Background: an optimization exercise with open tools, aiming at small area, a short achievable clock period and few clock cycles per item. Do not read the settings as production practice.
Where RTL was checked, it was by simulation tests only, not by an equivalence proof against the original.
Power figures rest on the tool's default switching activity, not on a simulated workload.

// sonar_range_proximity_blinker_unit
module sonar_range_proximity_blinker_unit (
  input  logic                                clk,
  input  logic                                rst,
  input  logic                                item_valid,
  output logic                                item_stall,
  input  srpb_pkg::srpb_item_t                item,
  output logic                                result_valid,
  input  logic                                result_stall,
  output srpb_pkg::srpb_result_t              result,
  input  logic                                cfg_valid,
  output logic                                cfg_ready,
  input  logic [srpb_pkg::CFG_IDX_W-1:0]      cfg_index,
  input  logic [srpb_pkg::CFG_DATA_W-1:0]     cfg_data
);
  localparam int CW = srpb_pkg::COUNT_WIDTH;
  localparam int VW = srpb_pkg::VAL_WIDTH;
  localparam int FB = srpb_pkg::FRAC_BITS;
  localparam int KW = srpb_pkg::CM_CFG_W;
  logic [VW-1:0] trigger_interval;
  logic [KW-1:0] near_limit_cm;
  logic [KW-1:0] far_limit_cm;
  logic [VW-1:0] near_half_period;
  logic [VW-1:0] far_half_period;
  logic [KW-1:0] ticks_per_cm;
  logic [CW-1:0] trigger_next;   
  logic          pulse_pending;
  logic          trigger_level;
  logic [VW-1:0] echo_int;       
  logic [FB-1:0] echo_frac;      
  logic [VW-1:0] distance_cm;
  logic [VW-1:0] half_period;
  logic          half_ovf;       
  logic [CW-1:0] blink_next;     
  logic          led_state;
  logic          distance_new;
  logic          h_tick;
  logic          h_rise;
  logic          h_fall;
  logic          e_valid;
  srpb_pkg::srpb_item_t e_item;
  logic          stall_q;        
  logic          pending;        
  logic          rv_q;           
  logic [3:0]    scale_left;     
  logic          busy;           
  logic          scale_bit;      
  logic          push;
  logic          res_ok;
  logic          proc;
  ...
Size in the first run: ~1,200 cells after synthesis, about 190 flip-flops, about 0.0093 mm^2 of cells after synthesis.
Settings: LEC_CHECK=0, ABC_CLOCK_PERIOD_IN_PS=2000, CAP_MARGIN=20, CORE_MARGIN=2, CORE_UTILIZATION=40, CTS_BUF_LIST=sky130_fd_sc_hd__clkbuf_8, PLACE_DENSITY=0.85, SETUP_SLACK_MARGIN=4.55, SLEW_MARGIN=20; clock period 7.0 ns.
standard.sh (not shown) runs the stock make flow with config.mk's settings and CLKGATE_MAP_FILE= SYNTH_SCRIPT=/design/flow/synth_recipe.tcl, a recipe that flattens the netlist after the stock synthesis.
==> flow/flow/run.sh <==
#!/bin/bash
# The standard layout, with the port buffers made from plain buffers
# (sky130_fd_sc_hd__buf_2) instead of the delay cell buffer_ports picks by default
set -euo pipefail
bash standard.sh "BUFFER_PORTS_ARGS=-buffer_cell sky130_fd_sc_hd__buf_2" finish > flow.log 2>&1
The baseline finished with timing, DRC and antenna clean.
Testbench counts at the start, summed over its fixed seeds: cycles 96,228, items 96,000.
==> next run, changes <==
CORE_UTILIZATION = 48   (was 40)
SETUP_SLACK_MARGIN = 4.45   (was 4.55)
What happened:
- cell count came out lower by a few percent
- die area came out lower by about a fifth
- area after synthesis does not change
- critical path depth came out higher by 1
- setup slack loses 0.038 ns
- via count climbs slightly
- global-route usage climbs by 3.8 points
- fmax decreases slightly
- clock power decreases by roughly a tenth
==> next run, changes <==
CORE_UTILIZATION = 40   (was 48)
PLACE_DENSITY = 0.75   (was 0.85)
SETUP_SLACK_MARGIN = 4.3   (was 4.45)
=> Design area goes down by 1.4%; global-route usage drops by 3.8 points; worst hold slack barely changes; utilization went down by 9.3 points; clock-buffer cell count went down by 3; sequential share of layout area grows by 0.49 points; die area grows by 19%.
==> next run, changes <==
CORE_UTILIZATION = 60   (was 40)
PLACE_DENSITY = 0.9   (was 0.75)
What happened: The changed run completed without violations; setup slack degrades by 0.13 ns; first-iteration DRC count came out higher by roughly a tenth; routed wire length shrinks slightly; hold slack is about the same.
==> next run, changes <==
CORE_UTILIZATION = 40   (was 60)
PLACE_DENSITY = 0.85   (was 0.9)
SETUP_SLACK_MARGIN = 4.45   (was 4.3)
What happened: Non-clock buffer count is unchanged; routed wire length grows by a few percent; via count shrinks slightly; design area grows by a few percent; worst setup slack gains 0.19 ns; sequential share of layout area shrinks by 1.0 points; final cell count grows by a little under a tenth.

---

Another version of the RTL of sonar_range_proximity_blinker_unit (not shown whole).
// sonar_range_proximity_blinker_unit
module sonar_range_proximity_blinker_unit (
  input  logic                                clk,
  input  logic                                rst,
  input  logic                                item_valid,
  output logic                                item_stall,
  input  srpb_pkg::srpb_item_t                item,
  output logic                                result_valid,
  input  logic                                result_stall,
  output srpb_pkg::srpb_result_t              result,
  input  logic                                cfg_valid,
  output logic                                cfg_ready,
  input  logic [srpb_pkg::CFG_IDX_W-1:0]      cfg_index,
  input  logic [srpb_pkg::CFG_DATA_W-1:0]     cfg_data
);
Settings: LEC_CHECK=0, ABC_CLOCK_PERIOD_IN_PS=2400, CAP_MARGIN=20, CORE_MARGIN=2, CORE_UTILIZATION=40, SETUP_SLACK_MARGIN=4.6, SLEW_MARGIN=20; clock period 7.0 ns.
run.sh (not shown) runs the stock make flow with config.mk's settings and CLKGATE_MAP_FILE= SYNTH_SCRIPT=/design/flow/synth_recipe.tcl, a recipe that flattens the netlist after the stock synthesis.
Stock flow here: none of the scripts above is used.
Testbench counts at the start, summed over its fixed seeds: cycles 96,220, items 96,000.
Edit:
--- a/flow/config.mk
+++ b/flow/config.mk
@@ -7,3 +7,2 @@
 export LEC_CHECK = 0
-export ABC_CLOCK_PERIOD_IN_PS = 2400
 export CAP_MARGIN = 20
@@ -11,3 +10,2 @@
 export CORE_UTILIZATION = 40
-export SETUP_SLACK_MARGIN = 4.6
 export SLEW_MARGIN = 20
Setup slack got worse by 0.90 ns. Global-route usage decreases by 2.8 points. Worst hold slack hardly moves. Count of clock-buffer cells in the layout rose by 2. Power falls by 16%. Non-clock buffer count goes down by 126. Routed wire length decreases by about 16%. Die area does not change. Cell count drops by about 8%. Synthesized area is unchanged. Via count fell by 11%.

---

sonar_range_proximity_blinker_unit, a different RTL version from the one above (not shown whole).
For scale: about 190 flip-flops, ~48 I/O pins, ~9500 µm² of cells after synthesis.
clock: 7.0 ns
lec_check: 0
abc_clock_period_in_ps: 2000
cap_margin: 20
core_margin: 2
core_utilization: 40
cts_buf_list: sky130_fd_sc_hd__clkbuf_8
place_density: 0.75
setup_slack_margin: 4.3
slew_margin: 20
standard.sh (not shown) runs the stock make flow with config.mk's settings and CLKGATE_MAP_FILE= SYNTH_SCRIPT=/design/flow/synth_recipe.tcl, a recipe that flattens the netlist after the stock synthesis.
Scripts as last shown in full above: flow/flow/run.sh
The first run went through all stages and came out clean.
Next try:
Settings changed: CAP_MARGIN 20 to 50, SLEW_MARGIN 20 to 70.
Result:
- The new run completed without violations
- cell area increases by 1.8%
- clock-buffer cell count fell by 1
- fmax increases by 0.62%
- power increases by 6.4%
No run of this note included a check of the RTL's function; only the layout flow was run.

---

alpha:
sonar_range_proximity_blinker_unit with an RTL version that a note above also has.
Size in the first run: roughly 1200 cells after synthesis.
clock: 7.0 ns
lec_check: 0
abc_clock_period_in_ps: 2000
cap_margin: 20
core_margin: 2
core_utilization: 40
cts_buf_list: sky130_fd_sc_hd__clkbuf_8
cts_cluster_diameter: 80
cts_cluster_size: 30
place_density: 0.85
setup_slack_margin: 4.3
slew_margin: 20
Scripts as last shown in full above: flow/flow/run.sh
Testbench counts of alpha, summed over its fixed seeds: cycles 96,228, items 96,000.
Here is what was changed in the inputs of beta compared with alpha.
- a deleted CTS_CLUSTER_SIZE that had been 30
- a change of SETUP_SLACK_MARGIN from 4.3 to 4.45
- a deleted CTS_CLUSTER_DIAMETER that had been 80
- a change of CORE_UTILIZATION from 40 to 55
==> notes.md <==
Sort alpha and beta by worst path buffer plus inverter count, ascending, and beta comes first.
| clock period minus final worst setup slack | beta vs alpha | worse |
Compared with alpha, beta shows a first-pass detailed-route iteration total that is 2 lower.
Diff alpha..beta | final hold violation count | unchanged
Max logic gate share of total power across alpha and beta: beta
No stage failed in beta, and the final checks on the layout all came back clean.
Diff alpha -> beta | number of nets in the finished design | up slightly
[inputs] gamma vs beta
- SETUP_SLACK_MARGIN: 4.45 -> 4.3
- CORE_UTILIZATION: 55 -> 40
- PLACE_DENSITY: 0.85 -> 0.95
--- outcome ---
Between gamma and beta, it is gamma whose share of the cycle needed by the critical path after routing is higher, by 0.83 points. When gamma is set beside beta, its stage delay of the slowest cell on the critical path turns out to be 0.26 ns smaller. The type of the worst setup path comes out input port to register in one run and register to register in the other, namely in gamma and beta respectively. As of gamma, switching power had risen slightly compared to beta. In the flow results for gamma and beta, the die area is smaller on beta. Per the comparison of gamma with beta, register area shows no meaningful change; cell area shows a reduction of 0.36%.

---

sonar_range_proximity_blinker_unit, a different RTL version from the one above (not shown whole).
Size in the first run: roughly 1200 cells after synthesis, roughly 0.0098 mm² of cells after synthesis.
==> flow/config.mk <==
export PLATFORM = sky130hd
export DESIGN_NAME = sonar_range_proximity_blinker_unit
export DESIGN_NICKNAME = sonar_range_proximity_blinker_unit
export VERILOG_FILES = /design/flow/design.v
export SDC_FILE = /design/flow/constraint.sdc
export NUM_CORES = 4
export LEC_CHECK = 0
export ABC_CLOCK_PERIOD_IN_PS = 2000
export CAP_MARGIN = 20
export CORE_MARGIN = 2
export CORE_UTILIZATION = 40
export SETUP_SLACK_MARGIN = 4.3
export SLEW_MARGIN = 20
==> flow/constraint.sdc <==
create_clock -name core_clock -period 7.0 [get_ports {clk}]
set_input_delay 1.4000 -clock core_clock [delete_from_list [all_inputs] [get_ports {clk}]]
set_output_delay 1.4000 -clock core_clock [all_outputs]
set_load 0.01 [all_outputs]
==> flow/flow/run.sh <==
#!/bin/bash
# The standard layout, with the port buffers made from plain buffers
# (sky130_fd_sc_hd__buf_4) instead of the delay cell buffer_ports picks by default
set -euo pipefail
bash standard.sh "BUFFER_PORTS_ARGS=-buffer_cell sky130_fd_sc_hd__buf_4" finish > flow.log 2>&1
Rerun with:
==> flow/flow/run.sh (replaced) <==
#!/bin/bash
# The standard layout, with the port buffers made from plain buffers
# (sky130_fd_sc_hd__buf_2) instead of the delay cell buffer_ports picks by default
set -euo pipefail
bash standard.sh "BUFFER_PORTS_ARGS=-buffer_cell sky130_fd_sc_hd__buf_2" finish > flow.log 2>&1
--- a/flow/config.mk
+++ b/flow/config.mk
@@ -11,2 +11,3 @@
 export CORE_UTILIZATION = 40
+export CTS_BUF_LIST = sky130_fd_sc_hd__clkbuf_4 sky130_fd_sc_hd__clkbuf_8
 export SETUP_SLACK_MARGIN = 4.3
Power goes down by a little under a tenth.
Die area stays the same.
Design area goes down by a few percent.
Routed wire length goes down slightly.
Final cell count goes down slightly.
Sequential share of layout area goes up by 1.1 points.
Sequential power is about the same.
Synthesized area is unchanged.
Flip-flop and latch count is unchanged.
Synthesized cell count stays the same.
Via count goes down slightly.
Rerun with:
==> flow/flow/run.sh (replaced) <==
#!/bin/bash
# The standard layout, with the port buffers made from plain buffers
# (sky130_fd_sc_hd__buf_4) instead of the delay cell buffer_ports picks by default
set -euo pipefail
bash standard.sh "BUFFER_PORTS_ARGS=-buffer_cell sky130_fd_sc_hd__buf_4" finish > flow.log 2>&1
--- a/flow/config.mk
+++ b/flow/config.mk
@@ -7,2 +7,3 @@
 export LEC_CHECK = 0
+export ABC_AREA = 1
 export ABC_CLOCK_PERIOD_IN_PS = 2000
@@ -11,3 +12,2 @@
 export CORE_UTILIZATION = 40
-export CTS_BUF_LIST = sky130_fd_sc_hd__clkbuf_4 sky130_fd_sc_hd__clkbuf_8
 export SETUP_SLACK_MARGIN = 4.3
Total power rises by a quarter to a third.
Flip-flop and latch count does not change.
First-iteration DRC count rises by a few percent.
Worst setup slack improves by 45 ps.
No functional check of the RTL was part of any run of this note.

-- port drivers added, routing unchanged --
The results above use ideal ports. As a check the final layouts listed here were re-extracted and re-timed, cells and wires unchanged.
Step 1, drivers: a clkbuf_16 drives clk and a buf_2 each remaining input, both assumed.
Step 2, shift: input delay + t, output delay - t, t = (earliest + latest rising clock arrival at the registers) / 2. This alone moves slack from input paths to output paths.
Slacks: no drivers / after step 1 / after step 2; pairs: no drivers / after step 1.
run	t, ns	setup WS [ns]	clock arrival spread, ns
the first run of note 1	0.524	4.402 / 4.402 / 3.929	0.020 / 0.019
the second run of note 1	0.512	4.365 / 4.365 / 3.873	0.015 / 0.015
the third run of note 1	0.519	4.350 / 4.350 / 3.831	0.012 / 0.012
the fourth run of note 1	0.508	4.219 / 4.219 / 3.743	0.012 / 0.012
the fifth run of note 1	0.523	4.411 / 4.411 / 4.006	0.015 / 0.016
the first run of note 2	0.476	3.334 / 3.334 / 3.334	0.011 / 0.011
the second run of note 2	0.484	2.431 / 2.431 / 2.431	0.013 / 0.013
the first run of note 3	0.516	4.322 / 4.345 / 3.829	0.018 / 0.018
the second run of note 3	0.532	4.338 / 4.346 / 3.814	0.016 / 0.015
alpha	0.518	4.354 / 4.354 / 3.873	0.016 / 0.015
beta	0.509	4.337 / 4.337 / 3.967	0.014 / 0.014
gamma	0.520	4.279 / 4.299 / 3.779	0.012 / 0.012
the first run of note 5	0.481	4.404 / 4.404 / 3.959	0.028 / 0.028
the second run of note 5	0.502	4.377 / 4.392 / 3.890	0.019 / 0.019
the third run of note 5	0.468	4.422 / 4.446 / 3.978	0.012 / 0.012
After both steps setup and hold are still met in every run listed. For the second run of note 3, which loses most, drivers alone change the setup slack by +0.008 ns; drivers and shift together by -0.524 ns.
